This design comes from an exercise in tuning for small area on the open sky130 flow, not from production work.
The RTL was checked by simulation tests, not by an equivalence proof against the original design.

==> job 5168 <==
## intra_recon_top
module intra_recon_top (
    input  logic                 clk,
    input  logic                 rst_n,
    input  logic                 req_strobe,
    input  logic [107:0]         req,
    input  logic                 residue_strobe,
    input  logic [15:0][8:0]     residue,
    output logic                 recon_valid,
    output logic [15:0][7:0]     recon,
    output logic                 overflow_error,
    output logic                 order_error
);
    logic [intra_pkg::ENTRY_W-1:0] entry;
    logic [intra_pkg::ENTRY_W-1:0] head;
    logic                          head_taken;
    intra_pred_4x4 intra_pred_4x4_i (
        .req   (req),
        .entry (entry)
    );
    pred_queue pred_queue_i (
        .clk            (clk),
        .rst_n          (rst_n),
        .req_strobe     (req_strobe),
        .entry          (entry),
        .residue_strobe (residue_strobe),
        .head           (head),
        .head_taken     (head_taken),
        .overflow_error (overflow_error),
        .order_error    (order_error)
    );
    recon_clip recon_clip_i (
        .clk         (clk),
        .rst_n       (rst_n),
        .head_taken  (head_taken),
        .head        (head),
        .residue     (residue),
        .recon_valid (recon_valid),
        .recon       (recon)
    );
endmodule
export LEC_CHECK = 0
export CAP_MARGIN = 20
export CORE_MARGIN = 2
export CORE_UTILIZATION = 40
export SLEW_MARGIN = 20
create_clock -name core_clock -period 10.0 [get_ports {clk}]
standard.sh (not shown) runs the stock make flow with config.mk's settings and CLKGATE_MAP_FILE= SYNTH_SCRIPT=/design/flow/synth_recipe.tcl, a recipe that flattens the netlist after the stock synthesis.
==> flow/flow/run.sh <==
#!/bin/bash
# Standard ORFS layout, with smaller port buffers and a clock tree of smaller
# buffers without dummy loads. Every tool's output goes to a log here.
set -euo pipefail
export BUFFER_PORTS_ARGS="-buffer_cell sky130_fd_sc_hd__buf_1"
export CTS_ARGS="-sink_clustering_enable -repair_clock_nets -dont_use_dummy_load -buf_list sky130_fd_sc_hd__clkbuf_4 -root_buf sky130_fd_sc_hd__clkbuf_8 -sink_clustering_size 10 -sink_clustering_max_diameter 50 -sink_buffer_max_cap_derate 1.0"
bash standard.sh > flow_standard.log 2>&1
==> inputs of job 1228, as changes to job 5168 <==
--- a/flow/design.v
+++ b/flow/design.v
@@ -123,67 +123,80 @@
     logic [8:0]        mh;     
     logic [15:0][7:0]  pred;
     logic [15:0][7:0]  sum_blk;
     logic              ddr;    
     assign ddr = head[72];
     assign mh  = {head[71:68] & {4{!ddr}}, ddr, head[67:64] & {4{!ddr}}};
     assign s[7:0] = head[63:0];
     assign s[8]   = ddr ? head[71:64] : head[63:56];
-    function automatic logic [7:0] half_sum(logic [7:0] x, logic [7:0] y, logic cin);
+    logic [7:0][8:0]   pp;     
+    function automatic logic [8:0] pair_sum1(logic [7:0] x, logic [7:0] y);
         logic c;
-        logic [8:0] t;
-        c = cin;
+        c = 1'b1;
         for (int n = 0; n < 8; n++) begin
-            t[n] = x[n] ^ y[n] ^ c;
+            pair_sum1[n] = x[n] ^ y[n] ^ c;
             c = (x[n] & y[n]) | (c & (x[n] ^ y[n]));
         end
-        t[8] = c;
-        half_sum = t[8:1];
+        pair_sum1[8] = c;
     endfunction
-    function automatic logic [7:0] avg3(logic [7:0] x, logic [7:0] y, logic [7:0] z);
-        avg3 = half_sum(half_sum(x, z, 1'b0), y, 1'b1);
+    function automatic logic [7:0] quarter_sum(logic [8:0] u, logic [8:0] v);
+        logic c;
+        logic [9:0] t;
+        c = 1'b0;
+        for (int n = 0; n < 9; n++) begin
+            t[n] = u[n] ^ v[n] ^ c;
+            c = (u[n] & v[n]) | (c & (u[n] ^ v[n]));
+        end
+        t[9] = c;
+        quarter_sum = t[9:2];
     endfunction
-    assign a2[0] = half_sum(s[0], s[1], 1'b1);
-    assign a2[1] = half_sum(s[1], s[2], 1'b1);
-    assign a2[2] = half_sum(s[2], s[3], 1'b1);
-    assign a2[3] = half_sum(s[3], s[4], 1'b1);
-    assign a2[4] = half_sum(s[4], s[5], 1'b1);
-    assign a2[5] = 8'd0;    
-    assign a2[6] = 8'd0;    
-    assign a2[7] = 8'd0;    
+    assign pp[0] = pair_sum1(s[0], s[1]);
+    assign pp[1] = pair_sum1(s[1], s[2]);
+    assign pp[2] = pair_sum1(s[2], s[3]);
+    assign pp[3] = pair_sum1(s[3], s[4]);
+    assign pp[4] = pair_sum1(s[4], s[5]);
+    assign pp[5] = pair_sum1(s[5], s[6]);
+    assign pp[6] = pair_sum1(s[6], s[7]);
+    assign pp[7] = pair_sum1(s[7], s[8]);
+    assign a2[0] = pp[0][8:1];
+    assign a2[1] = pp[1][8:1];
+    assign a2[2] = pp[2][8:1];
+    assign a2[3] = pp[3][8:1];
+    assign a2[4] = pp[4][8:1];
+    assign a2[5] = pp[5][8:1];
+    assign a2[6] = pp[6][8:1];
+    assign a2[7] = pp[7][8:1];
     assign a3[0] = 8'd0;    
-    assign a3[1] = avg3(s[0], s[1], s[2]);
-    assign a3[2] = avg3(s[1], s[2], s[3]);
-    assign a3[3] = avg3(s[2], s[3], s[4]);
-    assign a3[4] = avg3(s[3], s[4], s[5]);
-    assign a3[5] = avg3(s[4], s[5], s[6]);
-    assign a3[6] = avg3(s[5], s[6], s[7]);
-    logic [7:0] inner7;
+    assign a3[1] = quarter_sum(pp[0], pp[1]);
+    assign a3[2] = quarter_sum(pp[1], pp[2]);
+    assign a3[3] = quarter_sum(pp[2], pp[3]);
+    assign a3[4] = quarter_sum(pp[3], pp[4]);
+    assign a3[5] = quarter_sum(pp[4], pp[5]);
+    assign a3[6] = quarter_sum(pp[5], pp[6]);
+    assign a3[7] = quarter_sum(pp[6], pp[7]);
     logic [3:0] pb;        
     logic       dc_c0, dc_c1;
     logic [8:0] dc_s0, dc_s1;
     logic [9:0] dc_t;
     logic [7:0] dc_val;
     function automatic logic [9:0] radd9(logic [8:0] x, logic [8:0] y, logic cin);
         logic c;
         c = cin;
         for (int n = 0; n < 9; n++) begin
             radd9[n] = x[n] ^ y[n] ^ c;
             c = (x[n] & y[n]) | (c & (x[n] ^ y[n]));
         end
         radd9[9] = c;
     endfunction
-    assign inner7 = half_sum(s[6], s[8], 1'b0);
-    assign a3[7]  = half_sum(inner7, s[7], 1'b1);
     assign pb     = {s[6][0] ^ s[7][0], s[4][0] ^ s[5][0], s[2][0] ^ s[3][0], s[0][0] ^ s[1][0]};
-    assign dc_c0  = !(pb[0] & pb[1] & pb[2] & !pb[3]);
-    assign dc_c1  = (pb[2:0] == 3'b000) | (pb[3] & (pb[0] ^ pb[1] ^ pb[2]) & !(pb[0] & pb[1] & pb[2]));
+    assign dc_c0  = !((pb[0] & pb[1] & (pb[2] | pb[3])) | (pb[2] & pb[3] & (pb[0] | pb[1])));
+    assign dc_c1  = (pb == 4'b0000);
     assign dc_s0  = 9'(radd9(9'(a2[0]), 9'(a2[2]), dc_c0));
-    assign dc_s1  = 9'(radd9(9'(a2[4]), 9'(inner7), dc_c1));
+    assign dc_s1  = 9'(radd9(9'(a2[4]), 9'(a2[6]), dc_c1));
     assign dc_t   = radd9(dc_s0, dc_s1, 1'b0);
     assign dc_val = dc_t[9:2];
     assign pred[0] = ({8{mh[0]}} & s[0])
                    | ({8{mh[1] | mh[7]}} & a2[0])
                    | ({8{mh[2]}} & dc_val)
                    | ({8{mh[3]}} & a3[1])
                    | ({8{mh[4]}} & a3[4])
                    | ({8{mh[5] | mh[6]}} & a2[3])
==> inputs of job 4862, as changes to job 5168 <==
--- a/flow/design.v
+++ b/flow/design.v
@@ -1,58 +1,85 @@
 package intra_pkg;
     localparam int QUEUE_DEPTH = 4;      
     localparam int ENTRY_W     = 73;     
 endpackage
 module intra_pred_4x4 (
     input  logic [107:0]                   req,
     output logic [intra_pkg::ENTRY_W-1:0]  entry
 );
+    logic [8:0]       s_ab, s_cd, s_ij, s_kl;
+    logic [9:0]       s_top, s_left;
+    logic [10:0]      dc_sum;
+    logic [7:0]       dc_val;
     logic [15:0]      md;     
     logic [8:0]       mh;     
     logic [8:0][7:0]  s;
+    function automatic logic [10:0] radd(logic [9:0] x, logic [9:0] y, logic cin, int w);
+        logic c;
+        c = cin;
+        radd = '0;
+        for (int n = 0; n < 10; n++) begin
+            if (n < w) begin
+                radd[n] = x[n] ^ y[n] ^ c;
+                c = (x[n] & y[n]) | (c & (x[n] ^ y[n]));
+            end
+        end
+        radd[w] = c;
+    endfunction
+    assign s_ab   = 9'(radd(10'(req[103:96]), 10'(req[95:88]), 1'b1, 8));
+    assign s_cd   = 9'(radd(10'(req[87:80]),  10'(req[79:72]), 1'b1, 8));
+    assign s_ij   = 9'(radd(10'(req[39:32]),  10'(req[31:24]), 1'b1, 8));
+    assign s_kl   = 9'(radd(10'(req[23:16]),  10'(req[15:8]),  1'b1, 8));
+    assign s_top  = 10'(radd(10'(s_ab), 10'(s_cd), 1'b0, 9));
+    assign s_left = 10'(radd(10'(s_ij), 10'(s_kl), 1'b0, 9));
+    assign dc_sum = radd(s_top, s_left, 1'b0, 10);
+    assign dc_val = dc_sum[10:3];
     always_comb begin
         md = 16'd0;
         md[req[107:104]] = 1'b1;
     end
     assign mh = {md[8:3], md[2] | (|md[15:9]), md[1:0]};
     assign s[0] = ({8{mh[0] | mh[2] | mh[3] | mh[7]}} & req[103:96])
                 | ({8{mh[1]}} & req[39:32])
                 | ({8{mh[4] | mh[5]}} & req[79:72])
                 | ({8{mh[6] | mh[8]}} & req[15:8]);
     assign s[1] = ({8{mh[0] | mh[2] | mh[3] | mh[7]}} & req[95:88])
                 | ({8{mh[1] | mh[8]}} & req[39:32])
                 | ({8{mh[4] | mh[5]}} & req[87:80])
                 | ({8{mh[6]}} & req[23:16]);
     assign s[2] = ({8{mh[0] | mh[2] | mh[3] | mh[7]}} & req[87:80])
                 | ({8{mh[1] | mh[6] | mh[8]}} & req[31:24])
                 | ({8{mh[4] | mh[5]}} & req[95:88]);
-    assign s[3] = ({8{mh[0] | mh[2] | mh[3] | mh[7]}} & req[79:72])
+    assign s[3] = ({8{mh[0] | mh[3] | mh[7]}} & req[79:72])
                 | ({8{mh[1] | mh[8]}} & req[23:16])
+                | ({8{mh[2]}} & dc_val)
                 | ({8{mh[4] | mh[5]}} & req[103:96])
                 | ({8{mh[6]}} & req[39:32]);
     assign s[4] = ({8{mh[0]}} & req[79:72])
-                | ({8{mh[1] | mh[2]}} & req[23:16])
+                | ({8{mh[1]}} & req[23:16])
+                | ({8{mh[2]}} & dc_val)
                 | ({8{mh[3] | mh[7]}} & req[71:64])
                 | ({8{mh[4] | mh[5] | mh[6]}} & req[7:0])
                 | ({8{mh[8]}} & req[15:8]);
     assign s[5] = ({8{mh[0]}} & req[79:72])
                 | ({8{mh[1] | mh[8]}} & req[15:8])
-                | ({8{mh[2] | mh[4] | mh[5]}} & req[39:32])
+                | ({8{mh[2]}} & dc_val)
                 | ({8{mh[3] | mh[7]}} & req[63:56])
+                | ({8{mh[4] | mh[5]}} & req[39:32])
                 | ({8{mh[6]}} & req[103:96]);
-    assign s[6] = ({8{mh[0] | mh[2] | mh[4] | mh[5]}} & req[31:24])
-                | ({8{mh[1] | mh[8]}} & req[15:8])
+    assign s[6] = ({8{mh[0] | mh[1] | mh[2] | mh[8]}} & req[15:8])
                 | ({8{mh[3] | mh[7]}} & req[55:48])
+                | ({8{mh[4] | mh[5]}} & req[31:24])
                 | ({8{mh[6]}} & req[95:88]);
-    assign s[7] = ({8{mh[0] | mh[1] | mh[2] | mh[7] | mh[8]}} & req[15:8])
+    assign s[7] = ({8{mh[0] | mh[2] | mh[4] | mh[5] | mh[7] | mh[8]}} & req[23:16])
+                | ({8{mh[1]}} & req[15:8])
                 | ({8{mh[3]}} & req[47:40])
-                | ({8{mh[4] | mh[5]}} & req[23:16])
                 | ({8{mh[6]}} & req[87:80]);
-    assign s[8] = mh[4] ? req[15:8] : {mh[8:5], mh[3:0]};    
+    assign s[8] = mh[4] ? req[15:8] : {4'd0, req[107:104]};
     assign entry = {mh[4], s};
 endmodule
 module pred_queue (
     input  logic                            clk,
     input  logic                            rst_n,
     input  logic                            req_strobe,
     input  logic [intra_pkg::ENTRY_W-1:0]   entry,
     input  logic                            residue_strobe,
@@ -115,22 +142,28 @@
     input  logic [intra_pkg::ENTRY_W-1:0]  head,
     input  logic [15:0][8:0]               residue,
     output logic                           recon_valid,
     output logic [15:0][7:0]               recon
 );
     logic [8:0][7:0]   s;      
     logic [7:0][7:0]   a2;     
     logic [7:0][7:0]   a3;     
+    logic [15:0]       md;     
     logic [8:0]        mh;     
     logic [15:0][7:0]  pred;
     logic [15:0][7:0]  sum_blk;
     logic              ddr;    
     assign ddr = head[72];
-    assign mh  = {head[71:68] & {4{!ddr}}, ddr, head[67:64] & {4{!ddr}}};
+    always_comb begin
+        md = 16'd0;
+        md[head[67:64]] = 1'b1;
+    end
+    assign mh = {md[8:5] & {4{!ddr}}, ddr, md[3] & !ddr, (md[2] | (|md[15:9])) & !ddr,
+                 md[1:0] & {2{!ddr}}};
     assign s[7:0] = head[63:0];
     assign s[8]   = ddr ? head[71:64] : head[63:56];
     function automatic logic [7:0] half_sum(logic [7:0] x, logic [7:0] y, logic cin);
         logic c;
         logic [8:0] t;
         c = cin;
         for (int n = 0; n < 8; n++) begin
             t[n] = x[n] ^ y[n] ^ c;
@@ -152,145 +185,107 @@
     assign a2[7] = 8'd0;    
     assign a3[0] = 8'd0;    
     assign a3[1] = avg3(s[0], s[1], s[2]);
     assign a3[2] = avg3(s[1], s[2], s[3]);
     assign a3[3] = avg3(s[2], s[3], s[4]);
     assign a3[4] = avg3(s[3], s[4], s[5]);
     assign a3[5] = avg3(s[4], s[5], s[6]);
     assign a3[6] = avg3(s[5], s[6], s[7]);
-    logic [7:0] inner7;
-    logic [3:0] pb;        
-    logic       dc_c0, dc_c1;
-    logic [8:0] dc_s0, dc_s1;
-    logic [9:0] dc_t;
-    logic [7:0] dc_val;
-    function automatic logic [9:0] radd9(logic [8:0] x, logic [8:0] y, logic cin);
-        logic c;
-        c = cin;
-        for (int n = 0; n < 9; n++) begin
-            radd9[n] = x[n] ^ y[n] ^ c;
-            c = (x[n] & y[n]) | (c & (x[n] ^ y[n]));
-        end
-        radd9[9] = c;
-    endfunction
-    assign inner7 = half_sum(s[6], s[8], 1'b0);
-    assign a3[7]  = half_sum(inner7, s[7], 1'b1);
-    assign pb     = {s[6][0] ^ s[7][0], s[4][0] ^ s[5][0], s[2][0] ^ s[3][0], s[0][0] ^ s[1][0]};
-    assign dc_c0  = !(pb[0] & pb[1] & pb[2] & !pb[3]);
-    assign dc_c1  = (pb[2:0] == 3'b000) | (pb[3] & (pb[0] ^ pb[1] ^ pb[2]) & !(pb[0] & pb[1] & pb[2]));
-    assign dc_s0  = 9'(radd9(9'(a2[0]), 9'(a2[2]), dc_c0));
-    assign dc_s1  = 9'(radd9(9'(a2[4]), 9'(inner7), dc_c1));
-    assign dc_t   = radd9(dc_s0, dc_s1, 1'b0);
-    assign dc_val = dc_t[9:2];
+    assign a3[7] = avg3(s[6], s[7], s[8]);
     assign pred[0] = ({8{mh[0]}} & s[0])
                    | ({8{mh[1] | mh[7]}} & a2[0])
-                   | ({8{mh[2]}} & dc_val)
+                   | ({8{mh[2] | mh[5] | mh[6]}} & a2[3])
                    | ({8{mh[3]}} & a3[1])
                    | ({8{mh[4]}} & a3[4])
-                   | ({8{mh[5] | mh[6]}} & a2[3])
                    | ({8{mh[8]}} & a2[1]);
     assign pred[1] = ({8{mh[0] | mh[1]}} & s[1])
-                   | ({8{mh[2]}} & dc_val)
+                   | ({8{mh[2] | mh[6]}} & a3[4])
                    | ({8{mh[3] | mh[8]}} & a3[2])
                    | ({8{mh[4]}} & a3[3])
                    | ({8{mh[5]}} & a2[2])
-                   | ({8{mh[6]}} & a3[4])
                    | ({8{mh[7]}} & a2[1]);
     assign pred[2] = ({8{mh[0]}} & s[2])
                    | ({8{mh[1]}} & a2[0])
-                   | ({8{mh[2]}} & dc_val)
+                   | ({8{mh[2]}} & a2[3])
                    | ({8{mh[3]}} & a3[3])
                    | ({8{mh[4]}} & a3[2])
                    | ({8{mh[5]}} & a2[1])
                    | ({8{mh[6]}} & a3[5])
                    | ({8{mh[7] | mh[8]}} & a2[2]);
-    assign pred[3] = ({8{mh[0] | mh[7]}} & a2[3])
+    assign pred[3] = ({8{mh[0] | mh[2] | mh[7]}} & a2[3])
                    | ({8{mh[1] | mh[5]}} & a2[0])
-                   | ({8{mh[2]}} & dc_val)
                    | ({8{mh[3]}} & a3[4])
                    | ({8{mh[4]}} & a3[1])
                    | ({8{mh[6]}} & a3[6])
                    | ({8{mh[8]}} & a3[3]);
     assign pred[4] = ({8{mh[0]}} & s[0])
                    | ({8{mh[1]}} & s[2])
-                   | ({8{mh[2]}} & dc_val)
+                   | ({8{mh[2] | mh[5]}} & a3[4])
                    | ({8{mh[3]}} & a3[2])
                    | ({8{mh[4]}} & a3[5])
-                   | ({8{mh[5]}} & a3[4])
                    | ({8{mh[6] | mh[8]}} & a2[2])
                    | ({8{mh[7]}} & a3[1]);
     assign pred[5] = ({8{mh[0]}} & s[1])
                    | ({8{mh[1]}} & s[2])
-                   | ({8{mh[2]}} & dc_val)
+                   | ({8{mh[2] | mh[4]}} & a3[4])
                    | ({8{mh[3] | mh[5] | mh[6] | mh[8]}} & a3[3])
-                   | ({8{mh[4]}} & a3[4])
                    | ({8{mh[7]}} & a3[2]);
     assign pred[6] = ({8{mh[0] | mh[1]}} & s[2])
-                   | ({8{mh[2]}} & dc_val)
+                   | ({8{mh[2] | mh[6] | mh[8]}} & a2[3])
                    | ({8{mh[3]}} & a3[4])
                    | ({8{mh[4] | mh[7]}} & a3[3])
-                   | ({8{mh[5]}} & a3[2])
-                   | ({8{mh[6] | mh[8]}} & a2[3]);
-    assign pred[7] = ({8{mh[0] | mh[6] | mh[7] | mh[8]}} & a3[4])
+                   | ({8{mh[5]}} & a3[2]);
+    assign pred[7] = ({8{mh[0] | mh[2] | mh[6] | mh[7] | mh[8]}} & a3[4])
                    | ({8{mh[1]}} & s[2])
-                   | ({8{mh[2]}} & dc_val)
                    | ({8{mh[3]}} & a3[5])
                    | ({8{mh[4]}} & a3[2])
                    | ({8{mh[5]}} & a3[1]);
     assign pred[8] = ({8{mh[0]}} & s[0])
-                   | ({8{mh[1] | mh[8]}} & a2[3])
-                   | ({8{mh[2]}} & dc_val)
+                   | ({8{mh[1] | mh[2] | mh[8]}} & a2[3])
                    | ({8{mh[3]}} & a3[3])
                    | ({8{mh[4]}} & a3[6])
                    | ({8{mh[5]}} & a3[5])
                    | ({8{mh[6] | mh[7]}} & a2[1]);
     assign pred[9] = ({8{mh[0]}} & s[1])
-                   | ({8{mh[1] | mh[5]}} & a2[3])
-                   | ({8{mh[2]}} & dc_val)
+                   | ({8{mh[1] | mh[2] | mh[5]}} & a2[3])
                    | ({8{mh[3] | mh[8]}} & a3[4])
                    | ({8{mh[4]}} & a3[5])
                    | ({8{mh[6]}} & a3[2])
                    | ({8{mh[7]}} & a2[2]);
     assign pred[10] = ({8{mh[0]}} & s[2])
-                   | ({8{mh[1] | mh[7]}} & a2[3])
-                   | ({8{mh[2]}} & dc_val)
+                   | ({8{mh[1] | mh[2] | mh[7]}} & a2[3])
                    | ({8{mh[3] | mh[8]}} & a3[5])
                    | ({8{mh[4]}} & a3[4])
                    | ({8{mh[5] | mh[6]}} & a2[2]);
-    assign pred[11] = ({8{mh[0] | mh[1]}} & a2[3])
-                   | ({8{mh[2]}} & dc_val)
+    assign pred[11] = ({8{mh[0] | mh[1] | mh[2]}} & a2[3])
                    | ({8{mh[3]}} & a3[6])
                    | ({8{mh[4] | mh[6]}} & a3[3])
                    | ({8{mh[5]}} & a2[1])
                    | ({8{mh[7] | mh[8]}} & a2[4]);
     assign pred[12] = ({8{mh[0] | mh[8]}} & s[0])
                    | ({8{mh[1] | mh[5]}} & a3[6])
-                   | ({8{mh[2]}} & dc_val)
-                   | ({8{mh[3]}} & a3[4])
+                   | ({8{mh[2] | mh[3]}} & a3[4])
                    | ({8{mh[4]}} & a3[7])
                    | ({8{mh[6]}} & a2[0])
                    | ({8{mh[7]}} & a3[2]);
     assign pred[13] = ({8{mh[0]}} & s[1])
                    | ({8{mh[1] | mh[4]}} & a3[6])
-                   | ({8{mh[2]}} & dc_val)
+                   | ({8{mh[2] | mh[5]}} & a3[4])
                    | ({8{mh[3] | mh[8]}} & a3[5])
-                   | ({8{mh[5]}} & a3[4])
                    | ({8{mh[6]}} & a3[1])
                    | ({8{mh[7]}} & a3[3]);
     assign pred[14] = ({8{mh[0]}} & s[2])
                    | ({8{mh[1] | mh[3]}} & a3[6])
-                   | ({8{mh[2]}} & dc_val)
+                   | ({8{mh[2] | mh[7]}} & a3[4])
                    | ({8{mh[4] | mh[8]}} & a3[5])
                    | ({8{mh[5]}} & a3[3])
-                   | ({8{mh[6]}} & a2[1])
-                   | ({8{mh[7]}} & a3[4]);
-    assign pred[15] = ({8{mh[0] | mh[4]}} & a3[4])
+                   | ({8{mh[6]}} & a2[1]);
+    assign pred[15] = ({8{mh[0] | mh[2] | mh[4]}} & a3[4])
                    | ({8{mh[1] | mh[3]}} & a3[7])
-                   | ({8{mh[2]}} & dc_val)
                    | ({8{mh[5] | mh[6]}} & a3[2])
                    | ({8{mh[7] | mh[8]}} & a3[5]);
     function automatic logic [7:0] clip_add(logic [7:0] px, logic [8:0] r);
         logic c;
         logic [7:0] u;
         c = 1'b0;
         for (int n = 0; n < 8; n++) begin
             u[n] = px[n] ^ r[n] ^ c;
==> results.toml <==
[critical_path]
crit_cells = 25
worstPathArrival_ps = 10080

[timing]
tightest_slew_ps = 1173

[yosys]
synth_cell_types = 84

[global_routing]
grtUsageTotal = 0.3381
grt_use_met3 = 0.07560

[finish]
syn_to_final_growth_pct = 12.02
multi_input_area_share = 0.4596

[status]
status = "finished clean"

[power]
The numbers above come from job 1228.

==> results.toml <==
[status]
status = "finished clean"

[global_routing]
grt_use_met3 = 0.07590
grtUsageTotal = 0.3370

[critical_path]
worstPathArrival_ps = 9060
crit_cells = 22

[timing]
slew_headroom = 0.1518
tightest_slew_ps = 1259

[finish]
multi_input_area_share = 0.4745
The numbers above come from job 4862.

==> results.toml <==
[status]
status = "finished clean"

[finish]
syn_to_final_growth_pct = 12.64
multi_input_area_share = 0.4595

[timing]
tightest_slew_ps = 1097

[global_routing]
grt_use_met3 = 0.04777

[critical_path]
worstPathArrival_ps = 10180
The numbers above come from job 5168.

[what the ideal ports hide]
Ports are ideal in the flow. The routed layouts listed here were re-timed in OpenROAD. Step 1 assumes that a clkbuf_16 drives the clock port and a buf_2 every other input. Step 2 adds t to the input delays and takes it off the output delays; t is the mean of the earliest and latest rising clock arrival at the registers after step 1. Input paths then give back, and output paths get back, about the clock's delay inside the block. Three values: ideal ports, drivers, drivers and shift; two values: the first two.
run | t (ns) | setup slack, ns | hold slack, ns | clock arrival spread, ns
job 5168 | 0.669 | 0.325 / 0.325 / 0.325 | 0.650 / 0.650 / 0.650 | 0.067 / 0.067
job 1228 | 0.700 | 0.449 / 0.449 / 0.449 | 0.643 / 0.643 / 0.643 | 0.074 / 0.074
job 4862 | 0.712 | 1.516 / 1.516 / 1.516 | 0.660 / 0.660 / 0.660 | 0.103 / 0.103
After both steps setup and hold are still met in every run listed.
